Source: an optimization exercise on an open RTL-to-GDS flow (aim: small area, a short achievable clock period and few clock cycles per item). Production flows keep margins and buffers that such runs may drop.
The RTL was checked by simulation tests, not by an equivalence proof against the original design.
Power is estimated from default activity; no workload was simulated.

[flow/run.sh]
#!/bin/bash
# synth_recipe.tcl (not shown) runs the flow's synth.tcl, then flattens the netlist and writes it again
# the make line also repeats each setting of config.mk as NAME=value (left out here)
make -C /OpenROAD-flow-scripts/flow DESIGN_CONFIG=/design/flow/config.mk WORK_HOME=/design/flow/orfs CLKGATE_MAP_FILE= SYNTH_SCRIPT=/design/flow/synth_recipe.tcl finish
[flow/config.mk]
export PLATFORM = sky130hd
export DESIGN_NAME = per_sensor_window_average_threshold_top
export DESIGN_NICKNAME = per_sensor_window_average_threshold_top
export VERILOG_FILES = /design/flow/design.v
export SDC_FILE = /design/flow/constraint.sdc
export NUM_CORES = 4
export LEC_CHECK = 0
export ABC_CLOCK_PERIOD_IN_PS = 2000
export CAP_MARGIN = 20
export CORE_MARGIN = 2
export CORE_UTILIZATION = 55
export SETUP_SLACK_MARGIN = 3.7
export SLEW_MARGIN = 20
export SYNTH_HIERARCHICAL = 1
export SYNTH_MINIMUM_KEEP_SIZE = 0
[flow/constraint.sdc]
create_clock -name core_clock -period 7.0 [get_ports {aclk}]
set_input_delay 1.4000 -clock core_clock [delete_from_list [all_inputs] [get_ports {aclk}]]
set_output_delay 1.4000 -clock core_clock [all_outputs]
set_load 0.01 [all_outputs]
[flow/design.v]
package psw_pkg;
    localparam int NUM_SENSORS_DEF = 16;
    localparam int WINDOW_LEN_DEF  = 6;
    localparam int SAMPLE_W = 16;
    localparam int SENSOR_W = 4;
    localparam int APB_ADDR_W = 3;
    localparam int APB_DATA_W = 32;
    localparam int REG_IDX_W  = APB_ADDR_W - 2;
    localparam logic [REG_IDX_W-1:0] REG_LEVEL_THRESHOLD = '0;
    localparam logic [SAMPLE_W-1:0]  THRESHOLD_RESET     = 16'd3840;
    localparam logic KIND_AVG    = 1'b0;
    localparam logic KIND_SAMPLE = 1'b1;
    typedef enum logic [2:0] {
        ST_IDLE,
        ST_WRITE,
        ST_SUM,
        ST_DIV,
        ST_AVG,
        ST_RD,
        ST_OUT
    } psw_state_t;
    typedef struct packed {
        logic s_ready;
        logic mem_we;
        logic sum_run;
        logic div_start;
        logic load_avg;
        logic load_win;
    } psw_ctrl_t;
endpackage
module psw_div (
    input  logic [18:0] v,
    input  logic        d3,
    input  logic        d5,
    output logic [15:0] q3,
    output logic [15:0] q5,
    output logic [15:0] quotient
);
    function automatic logic [2:0] add_mod3(input logic [2:0] a, input logic [2:0] b);
        logic [2:0] r;
        for (int k = 0; k < 3; k++) begin
            r[k] = 1'b0;
            for (int i = 0; i < 3; i++) begin
                r[k] = r[k] | (a[i] & b[(k - i + 3) % 3]);
            end
        end
        add_mod3 = r;
    endfunction
    function automatic logic [4:0] add_mod5(input logic [4:0] a, input logic [4:0] b);
        logic [4:0] r;
        for (int k = 0; k < 5; k++) begin
            r[k] = 1'b0;
            for (int i = 0; i < 5; i++) begin
                r[k] = r[k] | (a[i] & b[(k - i + 5) % 5]);
            end
        end
        add_mod5 = r;
    endfunction
    function automatic logic [17:0] div3(input logic [17:0] x);
        logic [19:0] xe;
        logic [17:0] rs;
        logic [17:0] nx;
        logic [2:0]  r;
        logic [3:0]  d;
        logic [3:0]  qd;
        logic [19:0] q;
        xe = {2'b00, x};
        for (int i = 0; i < 6; i++) begin
            rs[3*i +: 3] = 3'b001;
            if (i < 5) begin
                d = xe[4*i +: 4];
                for (int v = 0; v < 16; v++) begin
                    if (d == 4'(v)) begin
                        rs[3*i +: 3] = 3'(1 << (v % 3));
                    end
                end
            end
        end
        for (int s = 1; s < 8; s = s * 2) begin
            for (int i = 0; i < 6; i++) begin
                if (i + s < 6) begin
                    nx[3*i +: 3] = add_mod3(rs[3*i +: 3], rs[3*(i+s) +: 3]);
                end else begin
                    nx[3*i +: 3] = rs[3*i +: 3];
                end
            end
            rs = nx;
        end
        for (int i = 0; i < 5; i++) begin
            r = rs[3*(i+1) +: 3];
            d = xe[4*i +: 4];
            qd = 4'd0;
            for (int k = 0; k < 3; k++) begin
                for (int v = 0; v < 16; v++) begin
                    if (r[k] && (d == 4'(v))) begin
                        qd = qd | 4'((16 * k + v) / 3);
                    end
                end
            end
            q[4*i +: 4] = qd;
        end
        div3 = q[17:0];
    endfunction
    function automatic logic [15:0] div5(input logic [18:0] x);
        logic [19:0] xe;
        logic [29:0] rs;
        logic [29:0] nx;
        logic [4:0]  r;
        logic [3:0]  d;
        logic [3:0]  qd;
        logic [19:0] q;
        xe = {1'b0, x};
        for (int i = 0; i < 6; i++) begin
            rs[5*i +: 5] = 5'b00001;
            if (i < 5) begin
                d = xe[4*i +: 4];
                for (int v = 0; v < 16; v++) begin
                    if (d == 4'(v)) begin
                        rs[5*i +: 5] = 5'(1 << (v % 5));
                    end
                end
            end
        end
        for (int s = 1; s < 8; s = s * 2) begin
            for (int i = 0; i < 6; i++) begin
                if (i + s < 6) begin
                    nx[5*i +: 5] = add_mod5(rs[5*i +: 5], rs[5*(i+s) +: 5]);
                end else begin
                    nx[5*i +: 5] = rs[5*i +: 5];
                end
            end
            rs = nx;
        end
        for (int i = 0; i < 5; i++) begin
            r = rs[5*(i+1) +: 5];
            d = xe[4*i +: 4];
            qd = 4'd0;
            for (int k = 0; k < 5; k++) begin
                for (int v = 0; v < 16; v++) begin
                    if (r[k] && (d == 4'(v))) begin
                        qd = qd | 4'((16 * k + v) / 5);
                    end
                end
            end
            q[4*i +: 4] = qd;
        end
        div5 = q[15:0];
    endfunction
    logic [17:0] q3_full;
    assign q3_full  = div3(v[17:0]);
    assign q3       = q3_full[15:0];
    assign q5       = div5(v);
    assign quotient = d5 ? q5 : (d3 ? q3 : v[15:0]);
endmodule
module psw_prefix #(
    parameter int W = 20
) (
    input  logic [W-1:0] g_in,
    input  logic [W-1:0] p_in,
    output logic [W-1:0] co
);
    logic [W-1:0] g, p, gn, pn;
    always_comb begin
        g = g_in;
        p = p_in;
        for (int s = 1; s < W; s = s * 2) begin
            for (int i = 0; i < W; i++) begin
                if (i >= s) begin
                    gn[i] = g[i] | (p[i] & g[i-s]);
                    pn[i] = p[i] & p[i-s];
                end else begin
                    gn[i] = g[i];
                    pn[i] = p[i];
                end
            end
            g = gn;
            p = pn;
        end
        co = g;
    end
endmodule
module psw_add (
    input  logic [18:0] a,
    input  logic [18:0] b,
    output logic [18:0] sum
);
    logic [18:0] c;
    psw_prefix #(.W(19)) u_pre (
        .g_in (a & b),
        .p_in (a ^ b),
        .co   (c)
    );
    assign sum = (a ^ b) ^ {c[17:0], 1'b0};
endmodule
module psw_below (
    input  logic [18:0] x,
    input  logic [18:0] y,
    input  logic [18:0] thr_n,
    output logic        below
);
    logic [19:0] u, v, g, p, c;
    assign u = {1'b0, x ^ y ^ ~thr_n};
    assign v = {(x & y) | (x & ~thr_n) | (y & ~thr_n), 1'b0};
    assign p = u ^ v;
    assign g = (u & v) | {19'd0, p[0]};
    psw_prefix #(.W(20)) u_pre (
        .g_in (g),
        .p_in (p),
        .co   (c)
    );
    assign below = !(p[19] ^ c[18]);
endmodule
module per_sensor_window_average_threshold_top #(
    parameter int NUM_SENSORS = psw_pkg::NUM_SENSORS_DEF,
    parameter int WINDOW_LEN  = psw_pkg::WINDOW_LEN_DEF
) (
    input  logic                            aclk,
    input  logic                            aresetn,
    input  logic                            s_valid,
    output logic                            s_ready,
    input  logic [psw_pkg::SENSOR_W-1:0]    s_sensor_id,
    input  logic [psw_pkg::SAMPLE_W-1:0]    s_sample,
    output logic                            m_valid,
    input  logic                            m_ready,
    output logic [psw_pkg::SENSOR_W-1:0]    m_report_sensor,
    output logic                            m_report_kind,
    output logic [psw_pkg::SAMPLE_W-1:0]    m_value,
    output logic                            m_last,
    input  logic                            psel,
    input  logic                            penable,
    input  logic                            pwrite,
    input  logic [psw_pkg::APB_ADDR_W-1:0]  paddr,
    input  logic [psw_pkg::APB_DATA_W-1:0]  pwdata,
    output logic [psw_pkg::APB_DATA_W-1:0]  prdata,
    output logic                            pready
);
    localparam int SAMPLE_W = psw_pkg::SAMPLE_W;
    localparam int SENSOR_W = psw_pkg::SENSOR_W;
    localparam int CNT_W    = 3;
    localparam int SUM_W    = 19;
    localparam int ROW_W    = (WINDOW_LEN - 1) * SAMPLE_W;
    localparam int WIN_W    = WINDOW_LEN * SAMPLE_W;
    logic [SAMPLE_W-1:0] thr_reg;
    logic [SAMPLE_W-1:0] prdata_reg;
    logic                cfg_sel;
    logic                cfg_wr;
    assign pready  = 1'b1;
    assign cfg_sel = (paddr[psw_pkg::APB_ADDR_W-1:2] == psw_pkg::REG_LEVEL_THRESHOLD);
    assign cfg_wr  = psel && penable && pwrite && cfg_sel;
    assign prdata  = psw_pkg::APB_DATA_W'(prdata_reg);
    always_ff @(posedge aclk) begin
        if (!aresetn) begin
            thr_reg <= psw_pkg::THRESHOLD_RESET;
        end else if (cfg_wr) begin
            thr_reg <= pwdata[SAMPLE_W-1:0];
        end
    end
    always_ff @(posedge aclk) begin
        if (!cfg_sel) begin
            prdata_reg <= '0;
        end else if (!aresetn) begin
            prdata_reg <= psw_pkg::THRESHOLD_RESET;
        end else if (cfg_wr) begin
            prdata_reg <= pwdata[SAMPLE_W-1:0];
        end else begin
            prdata_reg <= thr_reg;
        end
    end
    logic i_valid, j_valid, r_valid, s_valid_reg, k_valid;
    logic s_below, s_last;
    logic push, s_done, s_free, r_free, i_free, take, adv;
    assign push    = s_valid_reg && !k_valid;
    assign s_done  = push && (s_below || s_last);
    assign s_free  = !s_valid_reg || s_done;
    assign r_free  = !r_valid || s_free;
    assign adv     = i_valid && r_free;
    assign i_free  = !i_valid || r_free;
    assign s_ready = !j_valid;
    assign take    = s_valid && !j_valid;
    logic [SENSOR_W-1:0]    i_sid, j_sid;
    logic [SAMPLE_W-1:0]    i_sample, j_sample;
    logic [NUM_SENSORS-1:0] i_sel;
    function automatic logic [NUM_SENSORS-1:0] onehot(input logic [SENSOR_W-1:0] id);
        onehot = '0;
        onehot[id] = 1'b1;
    endfunction
    always_ff @(posedge aclk) begin
        if (!aresetn) begin
            i_valid <= 1'b0;
            j_valid <= 1'b0;
        end else if (i_free) begin
            i_valid <= j_valid || s_valid;
            j_valid <= 1'b0;
        end else if (take) begin
            j_valid <= 1'b1;
        end
    end
    always_ff @(posedge aclk) begin
        if (i_free) begin
            if (j_valid) begin
                i_sid    <= j_sid;
                i_sel    <= onehot(j_sid);
                i_sample <= j_sample;
            end else if (take) begin
                i_sid    <= s_sensor_id;
                i_sel    <= onehot(s_sensor_id);
                i_sample <= s_sample;
            end
        end
    end
    always_ff @(posedge aclk) begin
        if (take && !i_free) begin
            j_sid    <= s_sensor_id;
            j_sample <= s_sample;
        end
    end
    logic [ROW_W-1:0]    win_mem    [NUM_SENSORS];
    logic [CNT_W-1:0]    next_n_reg [NUM_SENSORS];
    logic [ROW_W-1:0]    in_row;
    logic [CNT_W-1:0]    in_n;
    logic [CNT_W-1:0]    in_n_after;
    logic [WIN_W-1:0]    in_win;
    always_comb begin
        in_row = '0;
        in_n   = '0;
        for (int i = 0; i < NUM_SENSORS; i++) begin
            in_row = in_row | (win_mem[i]    & {ROW_W{i_sel[i]}});
            in_n   = in_n   | (next_n_reg[i] & {CNT_W{i_sel[i]}});
        end
    end
    assign in_n_after = (in_n == CNT_W'(WINDOW_LEN)) ? in_n : in_n + 1'b1;
    for (genvar i = 0; i < NUM_SENSORS; i++) begin : g_row
        always_ff @(posedge aclk) begin
            if (adv && i_sel[i]) begin
                win_mem[i] <= {win_mem[i][ROW_W-SAMPLE_W-1:0], i_sample};
            end
        end
        always_ff @(posedge aclk) begin
            if (!aresetn) begin
                next_n_reg[i] <= CNT_W'(1);
            end else if (adv && i_sel[i]) begin
                next_n_reg[i] <= in_n_after;
            end
        end
    end
    always_comb begin
        in_win = {in_row, i_sample};
        for (int k = 1; k < WINDOW_LEN; k++) begin
            if (in_n <= CNT_W'(k)) begin
                in_win[k*SAMPLE_W +: SAMPLE_W] = '0;
            end
        end
    end
    function automatic logic [2*SUM_W-1:0] csa(input logic [SUM_W-1:0] a,
                                                input logic [SUM_W-1:0] b,
                                                input logic [SUM_W-1:0] c);
        logic [SUM_W-1:0] sv, cv;
        sv = a ^ b ^ c;
        cv = {(a[SUM_W-2:0] & b[SUM_W-2:0]) | (a[SUM_W-2:0] & c[SUM_W-2:0]) |
              (b[SUM_W-2:0] & c[SUM_W-2:0]), 1'b0};
        csa = {sv, cv};
    endfunction
    logic [SUM_W-1:0] w [WINDOW_LEN];
    logic [SUM_W-1:0] a1_s, a1_c, a2_s, a2_c, a3_s, a3_c;
    always_comb begin
        for (int k = 0; k < WINDOW_LEN; k++) begin
            w[k] = SUM_W'(in_win[k*SAMPLE_W +: SAMPLE_W]);
        end
    end
    assign {a1_s, a1_c} = csa(w[1], w[2], w[3]);
    assign {a2_s, a2_c} = csa(w[4], w[5], w[0]);
    assign {a3_s, a3_c} = csa(a1_s, a1_c, a2_s);
    logic [WIN_W-1:0]    r_win;
    logic [SUM_W-1:0]    r_p, r_q, r_r;
    logic [CNT_W-1:0]    r_n;
    logic [5:0]          r_n_oh;
    logic [SENSOR_W-1:0] r_sid;
    always_ff @(posedge aclk) begin
        if (!aresetn) begin
            r_valid <= 1'b0;
        end else if (r_free) begin
            r_valid <= i_valid;
        end
    end
    always_ff @(posedge aclk) begin
        if (adv) begin
            r_win <= in_win;
            r_p   <= a3_s;
            r_q   <= a3_c;
            r_r   <= a2_c;
            r_n   <= in_n;
            r_n_oh <= 6'(1 << (in_n - 1'b1));
            r_sid <= i_sid;
        end
    end
    logic [SUM_W-1:0] thr_x1, thr_x3, thr_x5, r_thr_n;
    assign thr_x1 = SUM_W'(thr_reg);
    always_ff @(posedge aclk) begin
        if (!aresetn) begin
            thr_x3 <= SUM_W'(psw_pkg::THRESHOLD_RESET) * 3;
            thr_x5 <= SUM_W'(psw_pkg::THRESHOLD_RESET) * 5;
        end else begin
            thr_x3 <= thr_x1 + (thr_x1 << 1);
            thr_x5 <= thr_x1 + (thr_x1 << 2);
        end
    end
    assign r_thr_n = ({SUM_W{r_n_oh[0]}} & thr_x1) |
                     ({SUM_W{r_n_oh[1]}} & (thr_x1 << 1)) |
                     ({SUM_W{r_n_oh[2]}} & thr_x3) |
                     ({SUM_W{r_n_oh[3]}} & (thr_x1 << 2)) |
                     ({SUM_W{r_n_oh[4]}} & thr_x5) |
                     ({SUM_W{r_n_oh[5]}} & (thr_x3 << 1));
    logic [SUM_W-1:0] x, y, r_sum, r_v;
    logic             r_below;
    assign {x, y} = csa(r_p, r_q, r_r);
    psw_add u_add (
        .a   (x),
        .b   (y),
        .sum (r_sum)
    );
    psw_below u_below (
        .x     (x),
        .y     (y),
        .thr_n (r_thr_n),
        .below (r_below)
    );
    always_comb begin
        case (r_n)
            3'd2, 3'd6: r_v = r_sum >> 1;
            3'd4:       r_v = r_sum >> 2;
            default:    r_v = r_sum;
        endcase
    end
    logic [WIN_W-1:0]    s_win;
    logic [SUM_W-1:0]    s_v;
    logic                s_d3, s_d5;
    logic [CNT_W-1:0]    s_e;
    logic [SENSOR_W-1:0] s_sid;
    always_ff @(posedge aclk) begin
        if (!aresetn) begin
            s_valid_reg <= 1'b0;
        end else if (s_free) begin
            s_valid_reg <= r_valid;
        end
    end
    always_ff @(posedge aclk) begin
        if (s_free && r_valid) begin
            s_win   <= r_win;
            s_v     <= r_v;
            s_d3    <= (r_n == 3'd3) || (r_n == 3'd6);
            s_d5    <= (r_n == 3'd5);
            s_sid   <= r_sid;
            s_below <= r_below;
            s_e     <= r_n - 1'b1;
            s_last  <= (r_n == 3'd1);
        end else if (push) begin
            s_e     <= s_e - 1'b1;
            s_last  <= (s_e == 3'd1);
        end
    end
    logic [SAMPLE_W-1:0] avg;
    logic [SAMPLE_W-1:0] p_value;
    logic                p_kind;
    logic                p_last;
    psw_div u_div (
        .v        (s_v),
        .d3       (s_d3),
        .d5       (s_d5),
        .q3       (q3),
        .q5       (q5),
        .quotient (avg)
    );
    assign p_kind  = s_below ? psw_pkg::KIND_AVG : psw_pkg::KIND_SAMPLE;
    assign p_value = s_below ? avg : s_win[s_e*SAMPLE_W +: SAMPLE_W];
    assign p_last  = s_below || s_last;
    logic [SAMPLE_W-1:0] q3, q5, m_value_next;
    logic                sel_k, sel_q3, sel_q5, sel_v, sel_w;
    assign sel_k  = k_valid;
    assign sel_q3 = !k_valid && s_below && s_d3;
    assign sel_q5 = !k_valid && s_below && s_d5;
    assign sel_v  = !k_valid && s_below && !s_d3 && !s_d5;
    assign sel_w  = !k_valid && !s_below;
    assign m_value_next = ({SAMPLE_W{sel_k}}  & k_value) |
                          ({SAMPLE_W{sel_q3}} & q3) |
                          ({SAMPLE_W{sel_q5}} & q5) |
                          ({SAMPLE_W{sel_v}}  & s_v[SAMPLE_W-1:0]) |
                          ({SAMPLE_W{sel_w}}  & s_win[s_e*SAMPLE_W +: SAMPLE_W]);
    logic                m_valid_reg;
    logic [SENSOR_W-1:0] m_sensor_reg;
    logic                m_kind_reg;
    logic [SAMPLE_W-1:0] m_value_reg;
    logic                m_last_reg;
    logic [SENSOR_W-1:0] k_sensor;
    logic                k_kind;
    logic [SAMPLE_W-1:0] k_value;
    logic                k_last;
    logic                head_free;
    assign head_free = !m_valid_reg || m_ready;
    always_ff @(posedge aclk) begin
        if (!aresetn) begin
            m_valid_reg <= 1'b0;
            k_valid     <= 1'b0;
        end else if (head_free) begin
            m_valid_reg <= k_valid || push;
            k_valid     <= 1'b0;
        end else if (push) begin
            k_valid     <= 1'b1;
        end
    end
    always_ff @(posedge aclk) begin
        if (head_free) begin
            if (k_valid) begin
                m_sensor_reg <= k_sensor;
                m_kind_reg   <= k_kind;
                m_value_reg  <= m_value_next;
                m_last_reg   <= k_last;
            end else if (push) begin
                m_sensor_reg <= s_sid;
                m_kind_reg   <= p_kind;
                m_value_reg  <= m_value_next;
                m_last_reg   <= p_last;
            end
        end
    end
    always_ff @(posedge aclk) begin
        if (push && !head_free) begin
            k_sensor <= s_sid;
            k_kind   <= p_kind;
            k_value  <= p_value;
            k_last   <= p_last;
        end
    end
    assign m_valid         = m_valid_reg;
    assign m_report_sensor = m_sensor_reg;
    assign m_report_kind   = m_kind_reg;
    assign m_value         = m_value_reg;
    assign m_last          = m_last_reg;
endmodule
==> results.yml, run 1 <==
status:
  run_status: "finished clean"
pwr:
  vdd.ir_drop.worst_v: 0.000261
  cellPowerDensity_nw_per_um2: 357
  totalPowerFinal_w: 0.0313
  p_leak_nw: 30.1
worst_setup_path:
  cpLargestDelayFamily: "compound AO/OA/AOI/OAI gates"
  crit_path_cell_trace: "buf_12 > buf_6 > nor4bb_1 > buf_4 > buf_4 > buf_4 > a211o_4 > a22oi_2 > a21oi_2 > o41ai_4 > o311ai_4 > a21oi_1 > o32ai_1 > o21bai_1 > or2_2 > a22o_1 > mux2_2"
  critical_path_peak_fanout: 6
  worst_setup_path_end_kind: "flop"
  critPathArrivalTime_ns: 4.53
  timing.critical_path.slowest_stage_cell: "edfxtp_1"
  crit_path_required_time_ns: 7.56
  slowest_delay_ns: 0.42
  kind_of_critical_path: "reg -> reg"
  critical_path.most_common_cell: "buf_4"
  worst_setup_path_start_kind: "flop"
  timing.critical_path.buf_inv: 5
layout:
  biggestRegsByFlops: "win_mem x1280, r_win x96, s_win x96"
  max_flop_register: "win_mem"
  core_util_final_pct: 65.8
  nets: 5350
  finish.cell_count_without_fillers: 7036
  final_layout_size_suffix_gt1_share_pct: 20.0
  largest_register_ff_count: 1280
  final_standard_cell_area_without_fillers_sq_um: 87600
  areaGrowthSynthToFinish_pct: 19.1
  layout.filler_cells: 9300
die:
  io-pin-count: 119
  core_region_area_sq_um: 133000
  fp-row-count: 134
  fp.dieW_um: 370
  start_util_pct: 55.3
  die-area_sq_um: 137000
  die_y_um: 370
sta:
  timing.clock.skew_ns: 0.0469
  worstMarginPinSlew_ns: 1.11
  fin_tns_setup_ns: 0
  crit_share_post_route_pct: 56.7
  hold_violation_total_from_the_final_report: 0
  grt_setup_unrepaired: "yes"
  max_slew_violation_total_from_the_final_report: 0
  setup-violations-final: 0
  worst_slew_margin_rel_pct: 26.0
  achievable-frequency_mhz: 252
  timing.final.crit_period_ns: 3.97
drt:
  detailroute.via_count: 47220
  drt-pass1-iter-count: 8
  post-route-drc-count: 0
  dr.first_iter.drc_count: 6894
  postRouteAntennaNets: 0
  post_drt_via_cell_ratio: 6.71
  drt_wl_cell_um: 32.5
  wirelength_mm: 228
grt:
  via_count_of_the_first_global_routing_pass: 45326
  overflow: 0
  maximum_number_of_pins_on_one_net_before_global_route_repair: 68
  grt_pass1_wl_mm: 323
  antenna_violations_before_repair: 6
  grt.total_usage_pct: 33.2
clock_tree:
  clk_root_buffer_cell: "clkbuf_16"
  cts.sinks: 1786
  cts.clk_slew.worst_paths_ns: 0.06
  cts.path.max_buffers: 3
  clk_lat_worst_skew_ns: 0.83
  htree_levels: 4
  clock_tree_from_tritoncts: "done"
  cts-buffers-inserted: 178
placed_design:
  placed_cell_areas_sq_um: 76400
  portBuffers: 83
  hpwl_mm: 119
  placedCellCount: 6405
  gp_routability_congestion: 0.881
yosys:
  ys.warnings.count: 13
  netlist_instances: 4740
  syn-mean-instance-area_sq_um: 15.5
  synth.cell_area_sq_um: 73600
flow_run:
  cap_violations: 0
hold_path:
  worstHoldPathType: "reg -> reg"
[power breakdown]
part / switching (W) / internal [W] / leakage (nW) / total, W
Sequential: 0.000279 / 0.0123 / 16.3 / 0.0126
Clock: 0.00404 / 0.00495 / 2.64 / 0.00899
Combinational: 0.00567 / 0.00406 / 11.1 / 0.00973
[through the flow]
stage,worst slack [ns],hold WS (ns)
2_1_floorplan,3.26,0.400
3_3_place_gp,2.24,0.401
3_5_place_dp,2.23,0.405
4_1_cts,3.02,0.411
5_1_grt,2.92,0.421
6_report,3.03,0.416
[routing by layer]
metal  wire length [um]  vias to the layer above  global-route usage, %  share of wire (%)
met5                 55                        -                      0              0.024
met4               9730                        8                   13.2                4.3
met3              22500                      485                   6.31                9.8
met2             105000                     2866                   51.2                 46
met1              91300                    23919                   46.8                 40
li1                   -                    19942                      -                  -
[final cells by class]
| type | instances | area [sq um] | area share [%] |
|---|---|---|---|
| sequential | 1786 | 52400 | 59.9 |
| multi-input combinational | 2549 | 21500 | 24.6 |
| timing repair buffer | 478 | 5350 | 6.11 |
| clock buffer | 231 | 4750 | 5.42 |
| tap | 1768 | 2210 | 2.53 |
| clock inverter | 95 | 704 | 0.804 |
| inverter | 122 | 593 | 0.677 |
| timing repair inverter | 3 | 22.5 | 0.0257 |
| antenna | 4 | 10.0 | 0.0114 |
[what timing repair did]
item,4_1_cts,5_1_grt
hold buffers,0,0
pin swaps,111,109
endpoints found under the setup margin,1316,623
cloned,31,2
setup buffers,211,57
resized for setup,393,176
[layout by cell type (no fill, tap or decap), types with 31 or more instances in the layout]
cell	count
fa_1	47
and3_1	83
dfxtp_1	121
nand2b_1	33
xor2_1	31
nor2_1	144
clkdlybuf4s50_1	82
o22ai_1	41
inv_1	91
a221oi_1	242
a21oi_1	89
ha_1	74
a22o_1	248
edfxtp_1	1664
clkbuf_16	183
fa_2	37
nor2b_1	34
mux2_2	41
buf_6	53
nand2_1	226
nor3_1	36
a31oi_1	43
buf_12	42
mux2i_1	56
nand3_1	63
a22oi_1	266
clkinv_1	52
a31oi_4	33
o21ai_0	78
a21o_1	34
clkbuf_1	46
buf_4	255
[worst paths after layout]
path         startpoint         end  slack, ns  depth (start not counted)
max              s_v[9]  k_value[5]       3.03                         17
min           r_win[12]   s_win[12]       0.42                          0
max reg2reg      s_v[9]  k_value[5]       3.03                         17
min reg2reg   r_win[12]   s_win[12]       0.42                          0
Testbench counts, summed over its fixed seeds: cycles 7,578, items 3,200.
==> inputs of run 2 (changes only) <==
--- a/flow/design.v
+++ b/flow/design.v
@@ -28,8 +28,26 @@
         logic load_win;
     } psw_ctrl_t;
 endpackage
+module psw_digres (
+    input  logic [18:0] v,
+    output logic [24:0] res5
+);
+    logic [19:0] x5;
+    assign x5 = {1'b0, v};
+    always_comb begin
+        for (int i = 0; i < 5; i++) begin
+            res5[5*i +: 5] = 5'b00001;
+            for (int val = 0; val < 16; val++) begin
+                if (x5[4*i +: 4] == 4'(val)) begin
+                    res5[5*i +: 5] = 5'(1 << (val % 5));
+                end
+            end
+        end
+    end
+endmodule
 module psw_div (
     input  logic [18:0] v,
+    input  logic [24:0] res5,
     input  logic        d3,
     input  logic        d5,
     output logic [15:0] q3,
@@ -56,100 +74,80 @@
         end
         add_mod5 = r;
     endfunction
-    function automatic logic [17:0] div3(input logic [17:0] x);
-        logic [19:0] xe;
-        logic [17:0] rs;
-        logic [17:0] nx;
-        logic [2:0]  r;
-        logic [3:0]  d;
-        logic [3:0]  qd;
-        logic [19:0] q;
-        xe = {2'b00, x};
-        for (int i = 0; i < 6; i++) begin
-            rs[3*i +: 3] = 3'b001;
-            if (i < 5) begin
-                d = xe[4*i +: 4];
-                for (int v = 0; v < 16; v++) begin
-                    if (d == 4'(v)) begin
-                        rs[3*i +: 3] = 3'(1 << (v % 3));
-                    end
+    logic [19:0] x3, x5;
+    logic [17:0] rs3, nx3;
+    logic [29:0] rs5, nx5;
+    logic [19:0] qq3, qq5;
+    logic [14:0] res3;
+    logic [2:0]  r3;
+    logic [4:0]  r5;
+    logic [3:0]  d, qd;
+    assign x3 = {2'b00, v[17:0]};
+    assign x5 = {1'b0, v};
+    always_comb begin
+        for (int i = 0; i < 5; i++) begin
+            res3[3*i +: 3] = 3'b001;
+            for (int val = 0; val < 16; val++) begin
+                if (x3[4*i +: 4] == 4'(val)) begin
+                    res3[3*i +: 3] = 3'(1 << (val % 3));
                 end
             end
         end
+    end
+    always_comb begin
+        rs3 = {3'b001, res3};
         for (int s = 1; s < 8; s = s * 2) begin
             for (int i = 0; i < 6; i++) begin
                 if (i + s < 6) begin
-                    nx[3*i +: 3] = add_mod3(rs[3*i +: 3], rs[3*(i+s) +: 3]);
+                    nx3[3*i +: 3] = add_mod3(rs3[3*i +: 3], rs3[3*(i+s) +: 3]);
                 end else begin
-                    nx[3*i +: 3] = rs[3*i +: 3];
-                end
-            end
-            rs = nx;
-        end
-        for (int i = 0; i < 5; i++) begin
-            r = rs[3*(i+1) +: 3];
-            d = xe[4*i +: 4];
-            qd = 4'd0;
-            for (int k = 0; k < 3; k++) begin
-                for (int v = 0; v < 16; v++) begin
-                    if (r[k] && (d == 4'(v))) begin
-                        qd = qd | 4'((16 * k + v) / 3);
-                    end
-                end
-            end
-            q[4*i +: 4] = qd;
-        end
-        div3 = q[17:0];
-    endfunction
-    function automatic logic [15:0] div5(input logic [18:0] x);
-        logic [19:0] xe;
-        logic [29:0] rs;
-        logic [29:0] nx;
-        logic [4:0]  r;
-        logic [3:0]  d;
-        logic [3:0]  qd;
-        logic [19:0] q;
-        xe = {1'b0, x};
-        for (int i = 0; i < 6; i++) begin
-            rs[5*i +: 5] = 5'b00001;
-            if (i < 5) begin
-                d = xe[4*i +: 4];
-                for (int v = 0; v < 16; v++) begin
-                    if (d == 4'(v)) begin
-                        rs[5*i +: 5] = 5'(1 << (v % 5));
-                    end
+                    nx3[3*i +: 3] = rs3[3*i +: 3];
                 end
             end
+            rs3 = nx3;
         end
+    end
+    always_comb begin
+        rs5 = {5'b00001, res5};
         for (int s = 1; s < 8; s = s * 2) begin
             for (int i = 0; i < 6; i++) begin
                 if (i + s < 6) begin
-                    nx[5*i +: 5] = add_mod5(rs[5*i +: 5], rs[5*(i+s) +: 5]);
+                    nx5[5*i +: 5] = add_mod5(rs5[5*i +: 5], rs5[5*(i+s) +: 5]);
                 end else begin
-                    nx[5*i +: 5] = rs[5*i +: 5];
+                    nx5[5*i +: 5] = rs5[5*i +: 5];
                 end
             end
-            rs = nx;
+            rs5 = nx5;
         end
+    end
+    always_comb begin
         for (int i = 0; i < 5; i++) begin
-            r = rs[5*(i+1) +: 5];
-            d = xe[4*i +: 4];
+            r3 = rs3[3*(i+1) +: 3];
+            d  = x3[4*i +: 4];
+            qd = 4'd0;
+            for (int k = 0; k < 3; k++) begin
+                for (int val = 0; val < 16; val++) begin
+                    if (r3[k] && (d == 4'(val))) begin
+                        qd = qd | 4'((16 * k + val) / 3);
+                    end
+                end
+            end
+            qq3[4*i +: 4] = qd;
+            r5 = rs5[5*(i+1) +: 5];
+            d  = x5[4*i +: 4];
             qd = 4'd0;
             for (int k = 0; k < 5; k++) begin
-                for (int v = 0; v < 16; v++) begin
-                    if (r[k] && (d == 4'(v))) begin
-                        qd = qd | 4'((16 * k + v) / 5);
+                for (int val = 0; val < 16; val++) begin
+                    if (r5[k] && (d == 4'(val))) begin
+                        qd = qd | 4'((16 * k + val) / 5);
                     end
                 end
             end
-            q[4*i +: 4] = qd;
+            qq5[4*i +: 4] = qd;
         end
-        div5 = q[15:0];
-    endfunction
-    logic [17:0] q3_full;
-    assign q3_full  = div3(v[17:0]);
-    assign q3       = q3_full[15:0];
-    assign q5       = div5(v);
+    end
+    assign q3       = qq3[15:0];
+    assign q5       = qq5[15:0];
     assign quotient = d5 ? q5 : (d3 ? q3 : v[15:0]);
 endmodule
 module psw_prefix #(
@@ -279,7 +277,7 @@
     assign take    = s_valid && !j_valid;
     logic [SENSOR_W-1:0]    i_sid, j_sid;
     logic [SAMPLE_W-1:0]    i_sample, j_sample;
-    logic [NUM_SENSORS-1:0] i_sel;
+    logic [NUM_SENSORS-1:0] i_sel, i_sel2;
     function automatic logic [NUM_SENSORS-1:0] onehot(input logic [SENSOR_W-1:0] id);
         onehot = '0;
         onehot[id] = 1'b1;
@@ -300,10 +298,12 @@
             if (j_valid) begin
                 i_sid    <= j_sid;
                 i_sel    <= onehot(j_sid);
+                i_sel2   <= onehot(j_sid);
                 i_sample <= j_sample;
             end else if (take) begin
                 i_sid    <= s_sensor_id;
                 i_sel    <= onehot(s_sensor_id);
+                i_sel2   <= onehot(s_sensor_id);
                 i_sample <= s_sample;
             end
         end
@@ -324,8 +324,8 @@
         in_row = '0;
         in_n   = '0;
         for (int i = 0; i < NUM_SENSORS; i++) begin
-            in_row = in_row | (win_mem[i]    & {ROW_W{i_sel[i]}});
-            in_n   = in_n   | (next_n_reg[i] & {CNT_W{i_sel[i]}});
+            in_row = in_row | (win_mem[i] & {{(ROW_W / 2){i_sel2[i]}}, {(ROW_W / 2){i_sel[i]}}});
+            in_n   = in_n   | (next_n_reg[i] & {CNT_W{i_sel2[i]}});
         end
     end
     assign in_n_after = (in_n == CNT_W'(WINDOW_LEN)) ? in_n : in_n + 1'b1;
@@ -431,8 +431,14 @@
             default:    r_v = r_sum;
         endcase
     end
+    logic [24:0]         r_res5;
+    psw_digres u_digres (
+        .v    (r_sum),
+        .res5 (r_res5)
+    );
     logic [WIN_W-1:0]    s_win;
     logic [SUM_W-1:0]    s_v;
+    logic [24:0]         s_res5;
     logic                s_d3, s_d5;
     logic [CNT_W-1:0]    s_e;
     logic [SENSOR_W-1:0] s_sid;
@@ -447,6 +453,7 @@
         if (s_free && r_valid) begin
             s_win   <= r_win;
             s_v     <= r_v;
+            s_res5  <= r_res5;
             s_d3    <= (r_n == 3'd3) || (r_n == 3'd6);
             s_d5    <= (r_n == 3'd5);
             s_sid   <= r_sid;
@@ -464,6 +471,7 @@
     logic                p_last;
     psw_div u_div (
         .v        (s_v),
+        .res5     (s_res5),
         .d3       (s_d3),
         .d5       (s_d5),
         .q3       (q3),
==> results.yml, run 2 <==
status:
  run_status: "finished clean"
yosys:
  netlist_instances: 4625
  ys.warnings.count: 14
  synth.cell_area_sq_um: 73300
  syn-mean-instance-area_sq_um: 15.9
grt:
  via_count_of_the_first_global_routing_pass: 44454
  maximum_number_of_pins_on_one_net_before_global_route_repair: 92
  overflow: 0
  antenna_violations_before_repair: 3
  grt.total_usage_pct: 31.8
  grt_pass1_wl_mm: 310
worst_setup_path:
  worst_setup_path_end_kind: "flop"
  critical_path_peak_fanout: 4
  rrSetupSlack_ns: 3.40
  r2r-start: "r_p[3]"
  crit_path_required_time_ns: 7.62
  critPathArrivalTime_ns: 4.22
  critPathCapture: "s_res5[18]"
  critPathLaunch: "r_p[3]"
  kind_of_critical_path: "reg -> reg"
  rr_endpoint: "s_res5[18]"
  worst_setup_path_start_kind: "flop"
  worst_r2r_path_depth: 10
layout:
  finish.cell_count_without_fillers: 6936
  biggestRegsByFlops: "win_mem x1280, r_win x96, s_win x96"
  areaGrowthSynthToFinish_pct: 19.1
  leading_cell_types_in_the_layout_fill_and_taps_excluded: "edfxtp_1, a22oi_1, buf_4"
  final_standard_cell_area_without_fillers_sq_um: 87300
  largest_register_ff_count: 1280
  core_util_final_pct: 66.2
  max_flop_register: "win_mem"
  final_layout_size_suffix_gt1_share_pct: 20.2
  nets: 5259
  most_frequent_standard_cell_in_the_layout_excluding_fill_and_tap_cells: "edfxtp_1"
die:
  start_util_pct: 55.6
  core_region_area_sq_um: 132000
  io-pin-count: 119
  fp-row-count: 133
  fp.dieW_um: 369
  die_y_um: 369
  die-area_sq_um: 136000
drt:
  wirelength_mm: 221
  detailroute.via_count: 46432
  drt-pass1-iter-count: 8
  postRouteAntennaNets: 0
  dr.first_iter.drc_count: 6642
  post_drt_via_cell_ratio: 6.69
  drt_wl_cell_um: 31.9
  post-route-drc-count: 0
flow_run:
  cap_violations: 0
placed_design:
  portBuffers: 83
  placed_cell_areas_sq_um: 76100
  gp_routability_congestion: 0.871
  placedCellCount: 6279
  hpwl_mm: 121
sta:
  timing.clock.skew_ns: 0.0526
  fin_tns_setup_ns: 0
  max_slew_violation_total_from_the_final_report: 0
  timing.final.crit_period_ns: 3.60
  worstMarginPinSlew_ns: 1.13
  grt_setup_unrepaired: "yes"
  worst_slew_margin_rel_pct: 24.1
  crit_share_post_route_pct: 51.4
  hold_ws_ns: 0.394
  hold_violation_total_from_the_final_report: 0
  setup-violations-final: 0
  achievable-frequency_mhz: 278
hold_path:
  worstHoldPathType: "reg -> reg"
clock_tree:
  htree_levels: 4
  clk_lat_worst_skew_ns: 0.82
  cts.clk_slew.worst_paths_ns: 0.06
  clock_tree_from_tritoncts: "done"
  cts.sinks: 1805
  cts.path.max_buffers: 3
  clk_root_buffer_cell: "clkbuf_16"
  cts-buffers-inserted: 180
pwr:
  p_leak_nw: 30.0
  cellPowerDensity_nw_per_um2: 390
  vdd.ir_drop.worst_v: 0.000416
run 2: worst max-delay path, cell delays in order (launching register included):
cell and delay (ns):
edfxtp_1 0.40, fa_2 0.79, ha_4 0.27, a21oi_4 0.13, o211ai_2 0.13, a41o_1 0.21, a21o_1 0.21, a211o_4 0.39
xor2_4 0.23, or4b_4 0.48, o211ai_1 0.11
run 2: stage by stage:
stage | total power [W] | worst slack [ns]
4_1_cts | 0.0325 | 3.43
2_1_floorplan | 0.0186 | 3.34
3_5_place_dp | 0.0212 | 2.09
5_1_grt | 0.0354 | 3.37
6_report | 0.0341 | 3.40
3_3_place_gp | 0.0209 | 2.12
run 2: metal layers:
metal	global-route usage, %	vias up	share of wire, %
met5	0	-	0.0059
met4	11.3	2	3.9
met3	6.66	511	9.8
met2	49.3	2789	46
met1	44.8	23559	40
li1	-	19571	-
run 2: final cells by class:
cell class                      instances  area [sq um]
Timing Repair Buffer                  484          5180
Clock inverter                         99           928
Sequential cell                      1805         53000
Inverter                              120           576
Clock buffer                          231          4810
Tap cell                             1755          2200
Antenna cell                            2          5.00
Timing Repair inverter                 12          93.8
Fill cell                            9045         44700
Multi-Input combinational cell       2428         20500
run 2: report_power, final:
part | leakage [nW] | total (W) | switching, W | internal, W
clock network | 2.79 | 0.00943 | 0.00411 | 0.00532
logic | 10.7 | 0.0115 | 0.00647 | 0.00502
registers | 16.5 | 0.0131 | 0.000451 | 0.0127
run 2: worst min path at each step:
stage               cells past startpoint  slack, ns       from        end
floorplan                               0       0.40   i_sid[0]   r_sid[0]
global route                            0       0.41  r_win[38]  s_win[38]
detailed placement                      0       0.40   i_sid[2]   r_sid[2]
CTS                                     0       0.40   r_win[5]   s_win[5]
global placement                        0       0.40  r_win[56]  s_win[56]
finish                                  0       0.39  r_win[67]  s_win[67]
run 2: repair_timing:
| item | in CTS | in global routing |
|---|---|---|
| endpoints found under the setup margin | 1162 | 441 |
| resized for setup | 285 | 234 |
| setup buffers | 188 | 102 |
| hold buffers | 0 | 0 |
| pin swaps | 78 | 140 |
| gates cloned | 27 | 8 |
Testbench counts of run 2, summed over its fixed seeds: cycles 7,578, items 3,200.
==> inputs of run 3 (changes only) <==
--- a/flow/design.v
+++ b/flow/design.v
@@ -48,11 +48,8 @@
 module psw_div (
     input  logic [18:0] v,
     input  logic [24:0] res5,
-    input  logic        d3,
-    input  logic        d5,
     output logic [15:0] q3,
-    output logic [15:0] q5,
-    output logic [15:0] quotient
+    output logic [15:0] q5
 );
     function automatic logic [2:0] add_mod3(input logic [2:0] a, input logic [2:0] b);
         logic [2:0] r;
@@ -148,7 +145,6 @@
     end
     assign q3       = qq3[15:0];
     assign q5       = qq5[15:0];
-    assign quotient = d5 ? q5 : (d3 ? q3 : v[15:0]);
 endmodule
 module psw_prefix #(
     parameter int W = 20
@@ -264,10 +260,10 @@
             prdata_reg <= thr_reg;
         end
     end
-    logic i_valid, j_valid, r_valid, s_valid_reg, k_valid;
+    logic i_valid, j_valid, r_valid, s_valid_reg, head_free;
     logic s_below, s_last;
     logic push, s_done, s_free, r_free, i_free, take, adv;
-    assign push    = s_valid_reg && !k_valid;
+    assign push    = s_valid_reg && head_free;
     assign s_done  = push && (s_below || s_last);
     assign s_free  = !s_valid_reg || s_done;
     assign r_free  = !r_valid || s_free;
@@ -465,31 +461,24 @@
             s_last  <= (s_e == 3'd1);
         end
     end
-    logic [SAMPLE_W-1:0] avg;
-    logic [SAMPLE_W-1:0] p_value;
     logic                p_kind;
     logic                p_last;
+    logic [SAMPLE_W-1:0] q3, q5;
     psw_div u_div (
         .v        (s_v),
         .res5     (s_res5),
-        .d3       (s_d3),
-        .d5       (s_d5),
         .q3       (q3),
-        .q5       (q5),
-        .quotient (avg)
+        .q5       (q5)
     );
     assign p_kind  = s_below ? psw_pkg::KIND_AVG : psw_pkg::KIND_SAMPLE;
-    assign p_value = s_below ? avg : s_win[s_e*SAMPLE_W +: SAMPLE_W];
     assign p_last  = s_below || s_last;
-    logic [SAMPLE_W-1:0] q3, q5, m_value_next;
-    logic                sel_k, sel_q3, sel_q5, sel_v, sel_w;
-    assign sel_k  = k_valid;
-    assign sel_q3 = !k_valid && s_below && s_d3;
-    assign sel_q5 = !k_valid && s_below && s_d5;
-    assign sel_v  = !k_valid && s_below && !s_d3 && !s_d5;
-    assign sel_w  = !k_valid && !s_below;
-    assign m_value_next = ({SAMPLE_W{sel_k}}  & k_value) |
-                          ({SAMPLE_W{sel_q3}} & q3) |
+    logic [SAMPLE_W-1:0] m_value_next;
+    logic                sel_q3, sel_q5, sel_v, sel_w;
+    assign sel_q3 = s_below && s_d3;
+    assign sel_q5 = s_below && s_d5;
+    assign sel_v  = s_below && !s_d3 && !s_d5;
+    assign sel_w  = !s_below;
+    assign m_value_next = ({SAMPLE_W{sel_q3}} & q3) |
                           ({SAMPLE_W{sel_q5}} & q5) |
                           ({SAMPLE_W{sel_v}}  & s_v[SAMPLE_W-1:0]) |
                           ({SAMPLE_W{sel_w}}  & s_win[s_e*SAMPLE_W +: SAMPLE_W]);
@@ -498,44 +487,20 @@
     logic                m_kind_reg;
     logic [SAMPLE_W-1:0] m_value_reg;
     logic                m_last_reg;
-    logic [SENSOR_W-1:0] k_sensor;
-    logic                k_kind;
-    logic [SAMPLE_W-1:0] k_value;
-    logic                k_last;
-    logic                head_free;
     assign head_free = !m_valid_reg || m_ready;
     always_ff @(posedge aclk) begin
         if (!aresetn) begin
             m_valid_reg <= 1'b0;
-            k_valid     <= 1'b0;
         end else if (head_free) begin
-            m_valid_reg <= k_valid || push;
-            k_valid     <= 1'b0;
-        end else if (push) begin
-            k_valid     <= 1'b1;
-        end
-    end
-    always_ff @(posedge aclk) begin
-        if (head_free) begin
-            if (k_valid) begin
-                m_sensor_reg <= k_sensor;
-                m_kind_reg   <= k_kind;
-                m_value_reg  <= m_value_next;
-                m_last_reg   <= k_last;
-            end else if (push) begin
-                m_sensor_reg <= s_sid;
-                m_kind_reg   <= p_kind;
-                m_value_reg  <= m_value_next;
-                m_last_reg   <= p_last;
-            end
+            m_valid_reg <= push;
         end
     end
     always_ff @(posedge aclk) begin
-        if (push && !head_free) begin
-            k_sensor <= s_sid;
-            k_kind   <= p_kind;
-            k_value  <= p_value;
-            k_last   <= p_last;
+        if (push) begin
+            m_sensor_reg <= s_sid;
+            m_kind_reg   <= p_kind;
+            m_value_reg  <= m_value_next;
+            m_last_reg   <= p_last;
         end
     end
     assign m_valid         = m_valid_reg;
==> results.yml, run 3 <==
status:
  run_status: "finished clean"
flow_run:
  cap_violations: 0
clock_tree:
  clk_root_buffer_cell: "clkbuf_16"
  htree_levels: 4
  clock_tree_from_tritoncts: "done"
  cts.path.max_buffers: 3
  clk_lat_worst_skew_ns: 0.81
  cts-buffers-inserted: 180
  cts.sinks: 1782
  cts.clk_slew.worst_paths_ns: 0.06
pwr:
  power.net_switching_w: 0.0106
  share_seq_of_total_power_pct: 39.4
  power.internal_w: 0.0223
  power_frac_clock_pct: 28.4
  switching_share_of_power_pct: 32.2
  vdd.ir_drop.worst_v: 0.000337
  cellPowerDensity_nw_per_um2: 383
  p_leak_nw: 29.5
  fraction_of_power_consumed_by_combinational_cells_pct: 32.2
sta:
  hold_ws_ns: 0.414
  grt_setup_unrepaired: "yes"
  max_slew_violation_total_from_the_final_report: 0
  crit_share_post_route_pct: 50.6
  hold_violation_total_from_the_final_report: 0
  achievable-frequency_mhz: 282
  worst_slew_margin_rel_pct: 12.7
  fin_tns_setup_ns: 0
  worstMarginPinSlew_ns: 1.31
  timing.clock.skew_ns: 0.0307
  timing.final.crit_period_ns: 3.54
  setup-violations-final: 0
  final_worst_setup_slack_ns: 3.46
worst_setup_path:
  crit_path_required_time_ns: 7.55
  critical_path_peak_fanout: 6
  slowest_delay_ns: 0.62
  critical_path.most_common_cell: "buf_12"
  timing.critical_path.slowest_stage_cell: "or4_4"
  worst_r2r_path_depth: 12
  critPathArrivalTime_ns: 4.10
  worst_setup_path_end_kind: "flop"
  kind_of_critical_path: "reg -> reg"
  crit_path_cell_trace: "clkbuf_16 > a22oi_1 > nand2_1 > or4_4 > a21oi_4 > buf_12 > buf_12 > buf_16 > buf_12 > a31oi_4 > fa_2 > fa_1"
  worst_setup_path_start_kind: "flop"
placed_design:
  place_ws_ns: 2.19
  portBuffers: 83
  hpwl_mm: 114
  gp_routability_congestion: 0.872
die:
  die-area_sq_um: 134000
  io-pin-count: 119
  core_region_area_sq_um: 130000
  start_util_pct: 55.4
  fp-row-count: 132
  die_y_um: 365
  fp.dieW_um: 365
layout:
  biggestRegsByFlops: "win_mem x1280, r_win x96, s_win x96"
  largest_register_ff_count: 1280
  max_flop_register: "win_mem"
  final_layout_size_suffix_gt1_share_pct: 19.4
  areaGrowthSynthToFinish_pct: 19.6
  leading_cell_types_in_the_layout_fill_and_taps_excluded: "edfxtp_1, a22oi_1, nand2_1"
  nets: 5136
  most_frequent_standard_cell_in_the_layout_excluding_fill_and_tap_cells: "edfxtp_1"
  core_util_final_pct: 66.3
hold_path:
  min_delay_path_depth: 0
  worstHoldPathType: "reg -> reg"
drt:
  drt-pass1-iter-count: 10
  detailroute.via_count: 45984
  wirelength_mm: 232
  drt_wl_cell_um: 34.2
  dr.first_iter.drc_count: 6424
  postRouteAntennaNets: 0
  post_drt_via_cell_ratio: 6.76
  post-route-drc-count: 0
grt:
  antenna_violations_before_repair: 5
  grt_pass1_wl_mm: 317
  via_count_of_the_first_global_routing_pass: 43581
  overflow: 0
  grt.total_usage_pct: 34.0
  maximum_number_of_pins_on_one_net_before_global_route_repair: 81
yosys:
  ys.warnings.count: 14
  syn-mean-instance-area_sq_um: 15.8
  synth.cell_area_sq_um: 71800
  netlist_instances: 4534
run 3: cell count changes in the layout (fill, tap and decap cells not counted), moves of 27 or more:
cell / previous run / this run
o21ai_0: 91 / 61
buf_4: 273 / 234
nand3_1: 78 / 51
nor2_1: 72 / 103
a221oi_1: 201 / 245
a22oi_1: 342 / 293
a21oi_1: 83 / 115
run 3: final timing paths:
path / start / end / slack [ns]
max: i_sel[1] / r_p[13] / 3.46
max reg2reg: i_sel[1] / r_p[13] / 3.46
min reg2reg: r_win[26] / s_win[26] / 0.41
min: r_win[26] / s_win[26] / 0.41
run 3: stage by stage:
| step | instances | instance area, sq um | power, W |
|---|---|---|---|
| after floorplan | 4559 | 72200 | 0.0181 |
| after global placement | 6171 | 74900 | 0.0203 |
| after detailed placement | 6171 | 74900 | 0.0205 |
| after CTS | 6701 | 84400 | 0.0316 |
| after global routing | 6801 | 85900 | 0.0341 |
| final | 6803 | 85900 | 0.0329 |
run 3: layout make-up:
class,instances,area (sq um)
Multi-Input combinational cell,2376,19700
Timing Repair inverter,7,50.0
Tap cell,1742,2180
Sequential cell,1782,52300
Clock buffer,229,4780
Fill cell,8880,43700
Antenna cell,2,5.00
Timing Repair Buffer,461,5560
Inverter,100,459
Clock inverter,104,883
run 3: routing by layer:
metal / vias to the layer above / share of wire [%] / GRT usage (%) / routed length [um]
met5: - / 0.022 / 0 / 52
met2: 2870 / 45 / 52.5 / 105000
met3: 531 / 11 / 6.79 / 24400
met1: 23427 / 38 / 46.6 / 89200
li1: 19148 / - / - / -
met4: 8 / 5.8 / 16.3 / 13500
run 3: worst max-delay path, delay by kind of cell, from the launching register on:
family                   cells  cell delay (ns)
adder cells (fa/ha/maj)      2             0.96
buffers and inverters        5             0.71
AO/OA/AOI/OAI                3             0.47
AND/OR/NAND/NOR              2             0.72
flip-flops                   1             0.42
run 3: timing repair:
| action | CTS | global route |
|---|---|---|
| cloned | 42 | 9 |
| setup endpoints to repair | 1055 | 354 |
| hold endpoints to repair | 0 | 0 |
| pin swaps | 86 | 89 |
| hold buffers | 0 | 0 |
| resized for setup | 274 | 133 |
| buffers inserted | 155 | 89 |
run 3: power groups by stage:
stage	combinational (W)	clock (W)	sequential, W
finish	0.0106	0.00935	0.0130
global route	0.0113	0.00982	0.0130
CTS	0.00919	0.00941	0.0130
detailed placement	0.00726	0	0.0133
global placement	0.00712	0	0.0132
floorplan	0.00518	0	0.0129
Testbench counts of run 3, summed over its fixed seeds: cycles 7,578, items 3,200.
==> inputs of run 4 (changes only) <==
--- a/flow/design.v
+++ b/flow/design.v
@@ -316,10 +316,15 @@
     logic [CNT_W-1:0]    in_n;
     logic [CNT_W-1:0]    in_n_after;
     logic [WIN_W-1:0]    in_win;
+    logic [WINDOW_LEN-1:1] in_keep;
     always_comb begin
-        in_row = '0;
-        in_n   = '0;
+        in_row  = '0;
+        in_n    = '0;
+        in_keep = '0;
         for (int i = 0; i < NUM_SENSORS; i++) begin
+            for (int k = 1; k < WINDOW_LEN; k++) begin
+                in_keep[k] = in_keep[k] | (i_sel2[i] && (next_n_reg[i] > CNT_W'(k)));
+            end
             in_row = in_row | (win_mem[i] & {{(ROW_W / 2){i_sel2[i]}}, {(ROW_W / 2){i_sel[i]}}});
             in_n   = in_n   | (next_n_reg[i] & {CNT_W{i_sel2[i]}});
         end
@@ -342,7 +347,7 @@
     always_comb begin
         in_win = {in_row, i_sample};
         for (int k = 1; k < WINDOW_LEN; k++) begin
-            if (in_n <= CNT_W'(k)) begin
+            if (!in_keep[k]) begin
                 in_win[k*SAMPLE_W +: SAMPLE_W] = '0;
             end
         end
==> results.yml, run 4 <==
clock_tree:
  clock_tree_from_tritoncts: "done"
  cts.sinks: 1782
  htree_levels: 4
  cts_hold_buffers: 0
  clk_lat_worst_skew_ns: 0.82
  cts.path.max_buffers: 3
  cts-buffers-inserted: 179
  cts.clk_slew.worst_paths_ns: 0.06
  clk_root_buffer_cell: "clkbuf_16"
worst_setup_path:
  worst_setup_path_end_kind: "flop"
  worst_r2r_path_depth: 11
  worst_setup_path_start_kind: "flop"
  r2r-start: "r_r[7]"
  kind_of_critical_path: "reg -> reg"
  rrSetupSlack_ns: 3.47
  rr_endpoint: "s_res5[15]"
  crit_path_required_time_ns: 7.53
  critPathArrivalTime_ns: 4.07
  critical_path_peak_fanout: 5
sta:
  timing.final.crit_period_ns: 3.53
  worstMarginPinSlew_ns: 1.05
  worst_slew_margin_rel_pct: 30.0
  fin_tns_setup_ns: 0
  grt_setup_unrepaired: "yes"
  timing.clock.skew_ns: 0.0457
  crit_share_post_route_pct: 50.5
  hold_violation_total_from_the_final_report: 0
  setup-violations-final: 0
  max_slew_violation_total_from_the_final_report: 0
  achievable-frequency_mhz: 283
die:
  die_y_um: 368
  core_region_area_sq_um: 131000
  fp.dieW_um: 368
  die-area_sq_um: 135000
  start_util_pct: 55.4
  fp-row-count: 133
  io-pin-count: 119
placed_design:
  placed_cell_areas_sq_um: 75700
  gp_routability_congestion: 0.877
  portBuffers: 83
  hpwl_mm: 111
pwr:
  vdd.ir_drop.worst_v: 0.000444
  totalPowerFinal_w: 0.0325
  p_leak_nw: 30.0
  cellPowerDensity_nw_per_um2: 374
drt:
  drt_wl_cell_um: 33.5
  route.met2.wl_mm: 107
  wl_met3_mm: 24.0
  routed.top_layer: "met5"
  postRouteAntennaNets: 0
  post-route-drc-count: 0
  wirelength_mm: 235
  dr.first_iter.drc_count: 7336
  wl_met1_mm: 90.5
  detailroute.via_count: 47098
  post_drt_via_cell_ratio: 6.72
  drt-pass1-iter-count: 9
layout:
  layout.filler_cells: 9050
  most_frequent_standard_cell_in_the_layout_excluding_fill_and_tap_cells: "edfxtp_1"
  nets: 5332
  final_standard_cell_area_without_fillers_sq_um: 86800
  areaGrowthSynthToFinish_pct: 19.5
  final_layout_size_suffix_gt1_share_pct: 18.8
  max_flop_register: "win_mem"
  biggestRegsByFlops: "win_mem x1280, r_win x96, s_win x96"
  leading_cell_types_in_the_layout_fill_and_taps_excluded: "edfxtp_1, a22oi_1, nand2_1"
  largest_register_ff_count: 1280
hold_path:
  worst_hold_startpoint: "r_win[67]"
  min_delay_path_depth: 0
  worstHoldPathType: "reg -> reg"
  endpoint_of_the_worst_hold_timing_path: "s_win[67]"
yosys:
  synth.cell_area_sq_um: 72700
  ys.warnings.count: 14
  syn-mean-instance-area_sq_um: 15.3
  netlist_instances: 4759
status:
  run_status: "finished clean"
grt:
  via_count_of_the_first_global_routing_pass: 44444
  antenna_violations_before_repair: 8
  grt_pass1_wl_mm: 327
  overflow: 0
  maximum_number_of_pins_on_one_net_before_global_route_repair: 142
  grt.total_usage_pct: 34.3
flow_run:
  cap_violations: 0
## run 4: cell types whose count changed in the layout (fill, tap and decap cells not counted), sizes merged, moves of 37 or more
cell    change
a31oi      -41
inv        +79
a221oi    -103
nand4      +37
nand2      +45
a22o      -104
a22oi     +208
nand3      +59
## run 4: how the worst max path moves through the flow
stage	start	end	slack [ns]	cells past startpoint
2_1_floorplan	m_ready	s_below	2.77	4
3_3_place_gp	i_sel[1]	r_p[15]	2.18	10
3_5_place_dp	i_sel[14]	r_p[15]	2.17	10
4_1_cts	r_r[7]	s_res5[18]	3.47	10
5_1_grt	s_v[15]	m_value_reg[0]	3.40	14
6_report	r_r[7]	s_res5[15]	3.47	11
## run 4: area by class of cell
| type | count | area, sq um | area share (%) |
|---|---|---|---|
| sequential | 1782 | 52300 | 60.2 |
| multi-input combinational | 2507 | 20200 | 23.3 |
| timing repair buffer | 443 | 5360 | 6.18 |
| clock buffer | 223 | 4810 | 5.54 |
| tap | 1755 | 2200 | 2.53 |
| clock inverter | 104 | 1110 | 1.27 |
| inverter | 184 | 764 | 0.880 |
| timing repair inverter | 5 | 35.0 | 0.0403 |
| antenna | 2 | 5.00 | 0.00576 |
## run 4: per-layer routing
metal  vias to the layer above  track usage [%]
li1                      19712                -
met1                     23749             47.1
met2                      3072             52.8
met3                       561             6.70
met4                         4             17.0
met5                         -                0
## run 4: what timing repair did
| action | CTS | global route |
|---|---|---|
| setup buffers | 160 | 80 |
| resized for setup | 213 | 175 |
| cloned | 45 | 4 |
| pin swaps | 64 | 96 |
| setup endpoints to repair | 1398 | 305 |
## run 4: through the flow
step                utilization (%)  std cells  hold WS (ns)  setup slack, ns
CTS                            64.9       6917         0.409             3.47
global placement               57.6       6385         0.401             2.18
floorplan                         -       4784         0.400             2.77
detailed placement             57.6       6385         0.405             2.17
finish                         66.1       7005         0.413             3.47
global route                   66.1       7003         0.416             3.40
## run 4: power breakdown
group | total [W] | switching (W) | internal [W]
Sequential | 0.0128 | 0.000413 | 0.0124
Combinational | 0.0100 | 0.00576 | 0.00425
Clock | 0.00966 | 0.00411 | 0.00555
## run 4: critical path: stages, from the launching register on
cell and delay, ns:
edfxtp_1 0.47, fa_2 0.74, ha_4 0.27, a21oi_4 0.16, o21ai_2 0.08, a41o_1 0.23
a21o_4 0.22, a211o_1 0.31, xor2_4 0.23, buf_12 0.14, xor2_4 0.19, and3b_1 0.21
Testbench counts of run 4, summed over its fixed seeds: cycles 7,578, items 3,200.
==> inputs of run 5 (changes only) <==
--- a/flow/design.v
+++ b/flow/design.v
@@ -235,13 +235,12 @@
     localparam int ROW_W    = (WINDOW_LEN - 1) * SAMPLE_W;
     localparam int WIN_W    = WINDOW_LEN * SAMPLE_W;
     logic [SAMPLE_W-1:0] thr_reg;
-    logic [SAMPLE_W-1:0] prdata_reg;
     logic                cfg_sel;
     logic                cfg_wr;
     assign pready  = 1'b1;
     assign cfg_sel = (paddr[psw_pkg::APB_ADDR_W-1:2] == psw_pkg::REG_LEVEL_THRESHOLD);
     assign cfg_wr  = psel && penable && pwrite && cfg_sel;
-    assign prdata  = psw_pkg::APB_DATA_W'(prdata_reg);
+    assign prdata  = cfg_sel ? psw_pkg::APB_DATA_W'(thr_reg) : '0;
     always_ff @(posedge aclk) begin
         if (!aresetn) begin
             thr_reg <= psw_pkg::THRESHOLD_RESET;
@@ -249,17 +248,6 @@
             thr_reg <= pwdata[SAMPLE_W-1:0];
         end
     end
-    always_ff @(posedge aclk) begin
-        if (!cfg_sel) begin
-            prdata_reg <= '0;
-        end else if (!aresetn) begin
-            prdata_reg <= psw_pkg::THRESHOLD_RESET;
-        end else if (cfg_wr) begin
-            prdata_reg <= pwdata[SAMPLE_W-1:0];
-        end else begin
-            prdata_reg <= thr_reg;
-        end
-    end
     logic i_valid, j_valid, r_valid, s_valid_reg, head_free;
     logic s_below, s_last;
     logic push, s_done, s_free, r_free, i_free, take, adv;
--- a/flow/config.mk
+++ b/flow/config.mk
@@ -9,6 +9,8 @@
 export CAP_MARGIN = 20
 export CORE_MARGIN = 2
 export CORE_UTILIZATION = 55
+export CTS_CLUSTER_DIAMETER = 100
+export CTS_CLUSTER_SIZE = 30
 export SETUP_SLACK_MARGIN = 3.7
 export SLEW_MARGIN = 20
 export SYNTH_HIERARCHICAL = 1
==> results.yml, run 5 <==
die:
  die_y_um: 367
  die-area_sq_um: 135000
  fp.dieW_um: 367
  start_util_pct: 55.2
  core_region_area_sq_um: 131000
  io-pin-count: 119
  fp-row-count: 133
yosys:
  netlist_instances: 4701
  syn-mean-instance-area_sq_um: 15.4
  ys.warnings.count: 14
  synth.cell_area_sq_um: 72400
drt:
  drt-pass1-iter-count: 9
  drt_wl_cell_um: 32.3
  post-route-drc-count: 0
  detailroute.via_count: 45054
  wirelength_mm: 216
  postRouteAntennaNets: 0
  post_drt_via_cell_ratio: 6.73
  dr.first_iter.drc_count: 6983
hold_path:
  worstHoldPathType: "reg -> reg"
  worst_hold_startpoint: "r_win[20]"
  min_delay_path_depth: 0
  endpoint_of_the_worst_hold_timing_path: "s_win[20]"
clock_tree:
  clk_root_buffer_cell: "clkbuf_16"
  htree_levels: 3
  cts.sinks: 1766
  cts_hold_buffers: 0
  cts.path.max_buffers: 3
  cts-buffers-inserted: 71
  clock_tree_from_tritoncts: "done"
  cts.clk_slew.worst_paths_ns: 0.12
  clk_lat_worst_skew_ns: 0.72
worst_setup_path:
  crit_path_required_time_ns: 7.46
  rr_endpoint: "r_p[12]"
  kind_of_critical_path: "reg -> reg"
  critPathArrivalTime_ns: 3.98
  timing.critical_path.slowest_stage_cell: "fa_2"
  worst_setup_path_start_kind: "flop"
  crit_path_cell_trace: "buf_4 > buf_6 > buf_12 > nand3_2 > nand4_1 > or4_4 > nor2_4 > buf_12 > buf_6 > buf_8 > a31oi_4 > fa_2 > fa_2"
  worst_r2r_path_depth: 13
  slowest_delay_ns: 0.58
  worst_setup_path_end_kind: "flop"
  rrSetupSlack_ns: 3.48
  critical_path_peak_fanout: 6
  r2r-start: "i_sel[5]"
layout:
  core_util_final_pct: 62.6
  nets: 5149
  most_frequent_standard_cell_in_the_layout_excluding_fill_and_tap_cells: "edfxtp_1"
  max_flop_register: "win_mem"
  biggestRegsByFlops: "win_mem x1280, r_win x96, s_win x96"
  final_layout_size_suffix_gt1_share_pct: 16.3
  largest_register_ff_count: 1280
  areaGrowthSynthToFinish_pct: 13.4
  leading_cell_types_in_the_layout_fill_and_taps_excluded: "edfxtp_1, a22oi_1, nand2_1"
pwr:
  vdd.ir_drop.worst_v: 0.000361
  fraction_of_power_consumed_by_combinational_cells_pct: 34.2
  p_leak_nw: 27.8
  share_seq_of_total_power_pct: 47.0
  power.net_switching_w: 0.00900
  power.internal_w: 0.0182
  cellPowerDensity_nw_per_um2: 331
  switching_share_of_power_pct: 33.1
  totalPowerFinal_w: 0.0272
  power_frac_clock_pct: 18.8
sta:
  worst_slew_margin_rel_pct: 20.8
  timing.clock.skew_ns: 0.0535
  fin_tns_setup_ns: 0
  hold_violation_total_from_the_final_report: 0
  setup-violations-final: 0
  crit_share_post_route_pct: 50.3
  timing.final.crit_period_ns: 3.52
  achievable-frequency_mhz: 284
  max_slew_violation_total_from_the_final_report: 0
  worstMarginPinSlew_ns: 1.19
  grt_setup_unrepaired: "yes"
  final_worst_setup_slack_ns: 3.48
grt:
  overflow: 0
  groute.layer.met1.usage_pct: 43.9
  globalRouteMet3Util_pct: 7.12
  grt.busiest_layer: "met2"
  antenna_violations_before_repair: 4
  grt_pass1_wl_mm: 303
  maximum_number_of_pins_on_one_net_before_global_route_repair: 85
  grt.total_usage_pct: 31.3
  via_count_of_the_first_global_routing_pass: 42830
  grt_use_met2_pct: 48.1
placed_design:
  hpwl_mm: 116
  portBuffers: 83
  place_ws_ns: 2.10
  gp_routability_congestion: 0.879
flow_run:
  cap_violations: 0
status:
  run_status: "finished clean"
run 5: worst max path at each step:
stage | from | endpoint | depth (start not counted)
after global placement | m_ready | win_mem[9][71] | 8
final | i_sel[5] | r_p[12] | 13
after global routing | s_v[16] | m_value_reg[0] | 12
after floorplan | m_ready | s_below | 4
after detailed placement | m_ready | win_mem[13][71] | 8
after CTS | i_sel[13] | r_p[2] | 7
run 5: area by class of cell:
class / instances / area (sq um)
clock buffers: 84 / 1830
clock inverters: 13 / 189
diodes: 1 / 2.50
well taps: 1755 / 2200
multi-input cells: 2464 / 20200
repair buffers: 418 / 4870
repair inverters: 12 / 82.6
inverters: 185 / 758
fillers: 9627 / 49000
flip-flops and latches: 1766 / 52000
run 5: repair_timing:
item                                     CTS  global route
gates cloned                              33             7
endpoints found under the setup margin  1637           487
setup buffers                            155            68
pin swaps                                 64            95
gates resized for setup                  310           168
run 5: power groups by stage:
stage / registers, W / clock network, W / logic (W)
4_1_cts: 0.0128 / 0.00516 / 0.00821
2_1_floorplan: 0.0128 / 0 / 0.00511
3_5_place_dp: 0.0131 / 0 / 0.00692
3_3_place_gp: 0.0131 / 0 / 0.00679
6_report: 0.0128 / 0.00512 / 0.00930
5_1_grt: 0.0128 / 0.00549 / 0.0100
run 5: per-stage QoR:
step	std cells	instance area (sq um)	hold slack, ns
after global placement	6337	75300	0.400
after CTS	6622	80700	0.416
after floorplan	4726	72700	0.400
after detailed placement	6337	75300	0.405
after global routing	6697	82100	0.430
final	6698	82100	0.413
run 5: critical path: cells and delay by family (launching register included):
family          cells  cell delay (ns)
fa+ha+maj           2             1.01
simple gates        4             0.94
buf+inv             6             0.80
flops               1             0.43
compound gates      1             0.05
run 5: per-layer routing:
metal	vias up	share of wire, %
li1	19113	-
met1	22916	40
met2	2602	45
met3	421	10
met4	2	4.4
met5	-	0.0060
Testbench counts of run 5, summed over its fixed seeds: cycles 7,578, items 3,200.

[afterwards: timing with drivers on the ports]
The results above use ideal ports. As a check the final layouts listed here were re-extracted and re-timed, cells and wires unchanged.
Step 1, drivers: a clkbuf_16 drives aclk and a buf_2 each remaining input, both assumed.
Step 2 adds t to the input delays and takes it off the output delays; t is the mean of the earliest and latest rising clock arrival at the registers after step 1. Input paths then give back, and output paths get back, about the clock's delay inside the block.
a / b / c = no drivers / after step 1 / after step 2; a / b = the first two.
run	t, ns	setup slack, ns	clock arrival spread, ns	worst register clock-pin slew, ns	worst slew at a driven data input, ns
run 1	0.889	3.034 / 3.034 / 3.034	0.047 / 0.047	0.06 / 0.06	0.04
run 2	0.880	3.403 / 3.403 / 2.957	0.068 / 0.068	0.07 / 0.07	0.06
run 3	0.887	3.457 / 3.457 / 2.872	0.038 / 0.038	0.07 / 0.07	0.05
run 4	0.883	3.467 / 3.467 / 2.935	0.046 / 0.046	0.06 / 0.06	0.05
run 5	0.780	3.482 / 3.482 / 2.975	0.058 / 0.057	0.12 / 0.12	0.08
After both steps setup and hold are still met in every run listed. The setup slack of run 3, which loses most, moves by 0.000 ns with the drivers and by -0.585 ns with both steps.
